Context: an optimization exercise on an open-source flow, tuned for small area. The choices shown serve that exercise and are no tape-out recipe. The RTL was checked by simulation tests, not by an equivalence proof against the original design. Power and IR drop assume default switching activity.

## juniper
Design branch_chkpt_ctrl, start of the top module:
module branch_chkpt_ctrl #(
    parameter int NUM_CHKPT = branch_chkpt_ctrl_pkg::NUM_CHKPT,
    parameter int TAG_W     = branch_chkpt_ctrl_pkg::CHKPT_TAG_W
) (
    input  logic                                        clk_i,
    input  logic                                        rst_i,
    input  logic                                        chkpt_we_i,
    input  logic [branch_chkpt_ctrl_pkg::MAP_W-1:0]     chkpt_rat_map_i,
    input  logic [branch_chkpt_ctrl_pkg::PREG_W-1:0]    chkpt_fl_head_i,
    input  logic [branch_chkpt_ctrl_pkg::COUNT_W-1:0]   chkpt_fl_free_count_i,
    output logic [TAG_W-1:0]                            chkpt_tag_o,
    output logic                                        chkpt_avail_o,
    input  logic                                        commit_free_valid_i,
    input  logic [branch_chkpt_ctrl_pkg::PREG_W-1:0]    fl_live_tail_i,
    input  logic                                        resolve_valid_i,
    input  logic [TAG_W-1:0]                            resolve_tag_i,
    input  logic                                        resolve_mispredict_i,
    output logic                                        rat_recover_o,
    output logic [branch_chkpt_ctrl_pkg::MAP_W-1:0]     rat_recover_map_o,
    output logic                                        fl_recover_o,
    output logic [branch_chkpt_ctrl_pkg::PREG_W-1:0]    fl_recover_head_o,
    output logic [branch_chkpt_ctrl_pkg::PREG_W-1:0]    fl_recover_tail_o,
    output logic [branch_chkpt_ctrl_pkg::COUNT_W-1:0]   fl_recover_free_count_o,
    output logic                                        flush_o,
    output logic                                        busy_o
);
    localparam int PTR_W   = $clog2(NUM_CHKPT);
  ...
Size: roughly 2,300 cells after synthesis, roughly 32,000 µm² of cells after synthesis.
clock: 5.5 ns
lec_check: 0
abc_area: 1
cap_margin: 20
core_margin: 2
core_utilization: 40
slew_margin: 20
standard.sh (not shown) runs the stock make flow with config.mk's settings and CLKGATE_MAP_FILE= SYNTH_SCRIPT=/design/flow/synth_recipe.tcl, a recipe that flattens the netlist after the stock synthesis.
==> flow/flow/run.sh <==
#!/bin/bash
# Own layout flow: the standard synthesis, then a re-mapping of the snapshot datapath's
# combinational logic (registers untouched), then the standard layout steps with the ports
# buffered by the smallest buffer.
set -euo pipefail
W=$(pwd)
R=$W/orfs/results/${FLOW_PLATFORM}/branch_chkpt_ctrl/base
bash standard.sh synth > $W/flow_synth.log 2>&1
cp $R/1_2_yosys.v $W/1_2_yosys.standard.v
rm -f $R/1_synth.odb $R/1_synth.sdc
export BUFFER_PORTS_ARGS="-buffer_cell sky130_fd_sc_hd__buf_1"
bash standard.sh finish > $W/flow_finish.log 2>&1
Here is what was changed in the inputs of lagoon compared with juniper.
- CTS_CLUSTER_DIAMETER newly set to 50
- CTS_CLUSTER_SIZE newly set to 20
- CTS_BUF_LIST newly set to sky130_fd_sc_hd__clkbuf_4 sky130_fd_sc_hd__clkbuf_8
==> flow/run.sh (new file) <==
#!/bin/bash
# synth_recipe.tcl (not shown) runs the flow's synth.tcl, then flattens the netlist and writes it again
# the make line also repeats each setting of config.mk as NAME=value (left out here)
make -C /OpenROAD-flow-scripts/flow DESIGN_CONFIG=/design/flow/config.mk WORK_HOME=/design/flow/orfs CLKGATE_MAP_FILE= SYNTH_SCRIPT=/design/flow/synth_recipe.tcl finish
removed: flow/flow/run.sh
removed: flow/standard.sh
### Flow results
lagoon vs juniper — routed wirelength normalized by instance count climbed slightly
Between juniper and lagoon, the difference in number of standard cells after synthesis is negligible.
The highest achievable clock rate reported for lagoon is smaller than that of juniper by about 7%.
On layout overhead on the synthesized area, the higher figure sits with lagoon, not juniper.
Per the comparison of lagoon with juniper, switching component of the power moved up; met1 track demand over resource moved down; data arrival time at the worst-slack endpoint moved up.
> inputs changed (lagoon -> fjord)
- CTS_BUF_LIST removed (was sky130_fd_sc_hd__clkbuf_4 sky130_fd_sc_hd__clkbuf_8)
- CTS_CLUSTER_SIZE removed (was 20)
- CTS_CLUSTER_DIAMETER removed (was 50)
## What came out
fjord: flow completed, timing, DRC and antenna clean
There was hardly any difference in mean cell area of the mapped netlist between fjord and lagoon.
From fjord to lagoon, quantity of hold-fixing buffers added after cts did not move at all.
Any difference in net count of the finished layout between fjord and lagoon is small enough to ignore.
lagoon vs fjord, end point of the critical path: rat_recover_map_o[58] vs rat_recover_map_o[23]

========
== cedar ==
The RTL this note starts from:
==> flow/design.v <==
package branch_chkpt_ctrl_pkg;
    localparam int PREGS       = 64;
    localparam int PREG_W      = 6;
    localparam int COUNT_W     = $clog2(PREGS) + 1;
    localparam int NUM_ARCH    = 32;
    localparam int MAP_W       = NUM_ARCH * PREG_W;
    localparam int NUM_CHKPT   = 4;
    localparam int CHKPT_TAG_W = 4;
    typedef enum logic {
        ST_IDLE,
        ST_RECOVER
    } chkpt_state_e;
    typedef struct packed {
        logic [MAP_W-1:0]   rat_map;
        logic [PREG_W-1:0]  fl_head;
        logic [COUNT_W-1:0] fl_count;
        logic [COUNT_W-1:0] free_since;
        logic               valid;
        logic               resolved;
    } chkpt_slot_t;
endpackage
module branch_chkpt_ctrl #(
    parameter int NUM_CHKPT = branch_chkpt_ctrl_pkg::NUM_CHKPT,
    parameter int TAG_W     = branch_chkpt_ctrl_pkg::CHKPT_TAG_W
) (
    input  logic                                        clk_i,
    input  logic                                        rst_i,
    input  logic                                        chkpt_we_i,
    input  logic [branch_chkpt_ctrl_pkg::MAP_W-1:0]     chkpt_rat_map_i,
    input  logic [branch_chkpt_ctrl_pkg::PREG_W-1:0]    chkpt_fl_head_i,
    input  logic [branch_chkpt_ctrl_pkg::COUNT_W-1:0]   chkpt_fl_free_count_i,
    output logic [TAG_W-1:0]                            chkpt_tag_o,
    output logic                                        chkpt_avail_o,
    input  logic                                        commit_free_valid_i,
    input  logic [branch_chkpt_ctrl_pkg::PREG_W-1:0]    fl_live_tail_i,
    input  logic                                        resolve_valid_i,
    input  logic [TAG_W-1:0]                            resolve_tag_i,
    input  logic                                        resolve_mispredict_i,
    output logic                                        rat_recover_o,
    output logic [branch_chkpt_ctrl_pkg::MAP_W-1:0]     rat_recover_map_o,
    output logic                                        fl_recover_o,
    output logic [branch_chkpt_ctrl_pkg::PREG_W-1:0]    fl_recover_head_o,
    output logic [branch_chkpt_ctrl_pkg::PREG_W-1:0]    fl_recover_tail_o,
    output logic [branch_chkpt_ctrl_pkg::COUNT_W-1:0]   fl_recover_free_count_o,
    output logic                                        flush_o,
    output logic                                        busy_o
);
    localparam int PTR_W   = $clog2(NUM_CHKPT);
    localparam int MAP_W   = branch_chkpt_ctrl_pkg::MAP_W;
    localparam int PREG_W  = branch_chkpt_ctrl_pkg::PREG_W;
    localparam int COUNT_W = branch_chkpt_ctrl_pkg::COUNT_W;
    localparam int DATA_W  = MAP_W + PREG_W;
    logic [DATA_W-1:0]  slot_data  [NUM_CHKPT];
    logic [COUNT_W-1:0] slot_cbase [NUM_CHKPT];
    logic [NUM_CHKPT-1:0] slot_valid;
    logic [NUM_CHKPT-1:0] slot_resolved;
    logic [PTR_W-1:0]   oldest_q;
    logic [PTR_W-1:0]   alloc_q;
    logic [PTR_W-1:0]   rec_tag_q;     
    logic               recover_q;
    logic [COUNT_W-1:0] free_cnt_q;
    logic [COUNT_W-1:0] free_cnt_d;
    logic               full;
    logic               tag_hit;
    logic               mispredict;
    logic               resolve_ok;
    logic               capture;
    logic               retire;
    logic [PTR_W-1:0]   res_idx;
    logic [1:0]         res_dist;
    logic [1:0]         slot_dist [NUM_CHKPT];
    logic [NUM_CHKPT-1:0] younger_mask;
    logic [1:0]         oldest_inc;
    logic [1:0]         alloc_inc;
    logic [NUM_CHKPT-1:0] wr_en;
    logic [NUM_CHKPT-1:0] wr_hold;       
    logic [COUNT_W-1:0] cbase_in;
    assign full          = slot_valid[alloc_q];
    assign res_idx       = resolve_tag_i[PTR_W-1:0];
    assign tag_hit       = resolve_valid_i && (resolve_tag_i[TAG_W-1:PTR_W] == '0)
                           && slot_valid[res_idx] && !recover_q;
    assign mispredict    = tag_hit && resolve_mispredict_i;
    assign resolve_ok    = tag_hit && !resolve_mispredict_i;
    assign chkpt_avail_o = !full && !recover_q && !(resolve_valid_i && resolve_mispredict_i);
    assign capture       = chkpt_we_i && chkpt_avail_o;
    assign retire        = slot_valid[oldest_q] && slot_resolved[oldest_q];
    assign res_dist      = {res_idx[1] ^ oldest_q[1] ^ (~res_idx[0] & oldest_q[0]), res_idx[0] ^ oldest_q[0]};
    assign oldest_inc    = {oldest_q[1] ^ oldest_q[0], ~oldest_q[0]};
    assign alloc_inc     = {alloc_q[1] ^ alloc_q[0], ~alloc_q[0]};
    assign chkpt_tag_o   = TAG_W'(alloc_q);
    assign free_cnt_d    = free_cnt_q + COUNT_W'(commit_free_valid_i);
    assign cbase_in      = chkpt_fl_free_count_i - free_cnt_d;
    always_comb begin
        for (int i = 0; i < NUM_CHKPT; i++) begin
            slot_dist[i]    = {PTR_W'(i) ^ oldest_q};
            slot_dist[i][1] = slot_dist[i][1] ^ (PTR_W'(i) == PTR_W'(0) || PTR_W'(i) == PTR_W'(2) ? oldest_q[0] : 1'b0);
            younger_mask[i] = (slot_dist[i][1] & ~res_dist[1])
                              | (~(slot_dist[i][1] ^ res_dist[1]) & (slot_dist[i][0] | ~res_dist[0]));
            wr_en[i]        = capture && (alloc_q == PTR_W'(i));
            wr_hold[i]      = !chkpt_we_i || full || recover_q || (resolve_valid_i && resolve_mispredict_i)
                              || (alloc_q != PTR_W'(i));
        end
    end
    always_ff @(posedge clk_i or posedge rst_i) begin
        if (rst_i) begin
            recover_q     <= 1'b0;
            oldest_q      <= '0;
            alloc_q       <= '0;
            slot_valid    <= '0;
            slot_resolved <= '0;
            free_cnt_q    <= '0;
        end else begin
            recover_q  <= mispredict;
            free_cnt_q <= free_cnt_d;
            if (retire) begin
                slot_valid[oldest_q] <= 1'b0;
                oldest_q             <= oldest_inc;
            end
            if (resolve_ok) begin
                slot_resolved[res_idx] <= 1'b1;
            end
            if (capture) begin
                slot_valid[alloc_q]    <= 1'b1;
                slot_resolved[alloc_q] <= 1'b0;
                alloc_q                <= alloc_inc;
            end
            if (mispredict) begin
                for (int i = 0; i < NUM_CHKPT; i++) begin
                    if (younger_mask[i]) begin
                        slot_valid[i] <= 1'b0;
                    end
                end
                alloc_q <= res_idx;
            end
        end
    end
    always_ff @(posedge clk_i) begin
        rec_tag_q <= res_idx;
        for (int i = 0; i < NUM_CHKPT; i++) begin
            slot_data[i]  <= ({DATA_W{wr_en[i]}} & {chkpt_fl_head_i, chkpt_rat_map_i})
                           | ({DATA_W{wr_hold[i]}} & slot_data[i]);
            slot_cbase[i] <= ({COUNT_W{wr_en[i]}} & cbase_in)
                           | ({COUNT_W{wr_hold[i]}} & slot_cbase[i]);
        end
    end
    logic [NUM_CHKPT-1:0] rec_sel;
    logic [DATA_W-1:0]    rec_data;
    logic [COUNT_W-1:0]   rec_cbase;
    always_comb begin
        rec_data  = '0;
        rec_cbase = '0;
        for (int i = 0; i < NUM_CHKPT; i++) begin
            rec_sel[i] = (rec_tag_q == PTR_W'(i));
            rec_data   = rec_data  | ({DATA_W{rec_sel[i]}}  & slot_data[i]);
            rec_cbase  = rec_cbase | ({COUNT_W{rec_sel[i]}} & slot_cbase[i]);
        end
    end
    assign rat_recover_o           = recover_q;
    assign fl_recover_o            = recover_q;
    assign flush_o                 = recover_q;
    assign busy_o                  = recover_q;
    assign rat_recover_map_o       = rec_data[MAP_W-1:0];
    assign fl_recover_head_o       = rec_data[DATA_W-1:MAP_W];
    assign fl_recover_tail_o       = fl_live_tail_i;
    assign fl_recover_free_count_o = rec_cbase + free_cnt_d;
endmodule
clock: 5.5 ns
lec_check: 0
abc_area: 1
cap_margin: 20
core_margin: 2
core_utilization: 30
gpl_timing_driven: 0
place_density: 0.75
slew_margin: 20
==> flow/flow/run.sh <==
#!/bin/bash
# Own layout flow: the standard synthesis, then a re-mapping of the datapath's
# combinational logic (registers untouched, see remap.py), then the standard layout steps
# with the ports buffered by the smallest buffer and a clock tree of small buffers without
# dummy loads.
set -euo pipefail
W=$(pwd)
R=$W/orfs/results/${FLOW_PLATFORM}/branch_chkpt_ctrl/base
bash standard.sh synth > $W/flow_synth.log 2>&1
cp $R/1_2_yosys.v $W/1_2_yosys.standard.v
python3 $W/flow/remap.py $R/1_2_yosys.v > $W/flow_remap.log 2>&1
rm -f $R/1_synth.odb $R/1_synth.sdc
export BUFFER_PORTS_ARGS="-buffer_cell sky130_fd_sc_hd__buf_1"
export CTS_ARGS="-sink_clustering_enable -repair_clock_nets -dont_use_dummy_load -sink_clustering_size 16 -sink_clustering_max_diameter 80 -buf_list {sky130_fd_sc_hd__clkbuf_8}"
bash standard.sh finish > $W/flow_finish.log 2>&1
Other scripts of this flow, unchanged in this note and not shown: flow/flow/remap.py
What onyx does differently from cedar at the input level:
- GPL_TIMING_DRIVEN removed (was 0)
Notes after the runs:
Every run in the comparison, onyx and cedar, completed the flow with a clean layout. Relative to cedar, utilization after layout has decreased by 1.0 points in onyx. Diff cedar -> onyx: routed wirelength normalized by instance count lost about 3%; count of clock-buffer cells in the layout down 5; power went down; clock-pin slew reported for the worst setup and hold paths after clock tree synthesis went up; synthesized area roughly the same. Delta(detailed-route wire length, onyx - cedar) < 0. Compared with cedar, in onyx worst hold slack flat; met3 global-route usage shows a reduction of 0.40 points; global routing met2 resource utilization lower; design area fell by about 3%.

-- port drivers added, routing unchanged --
The results above use ideal ports. As a check the final layouts listed here were re-extracted and re-timed, cells and wires unchanged.
Step 1 assumes that a clkbuf_16 drives the clock port and a buf_2 every other input.
Step 2 adds t to the input delays and takes it off the output delays; t is the mean of the earliest and latest rising clock arrival at the registers after step 1. Input paths then give back, and output paths get back, about the clock's delay inside the block.
Three values: no drivers, after step 1, after step 2; two values: the first two.
run | shift t [ns] | slack for setup (ns) | worst register clock-pin slew, ns | cell pins on the clock port's net
juniper | 0.690 | 1.414 / 1.352 / 1.826 | 0.06 / 0.06 | 1
lagoon | 0.750 | 1.103 / 1.043 / 1.244 | 0.11 / 0.11 | 1
fjord | 0.686 | 1.177 / 1.117 / 1.270 | 0.06 / 0.06 | 1
cedar | 0.710 | 0.193 / 0.139 / 0.411 | 0.11 / 0.11 | 1
onyx | 0.766 | 0.178 / 0.122 / 0.298 | 0.10 / 0.10 | 1
After both steps setup and hold are still met in every run listed.
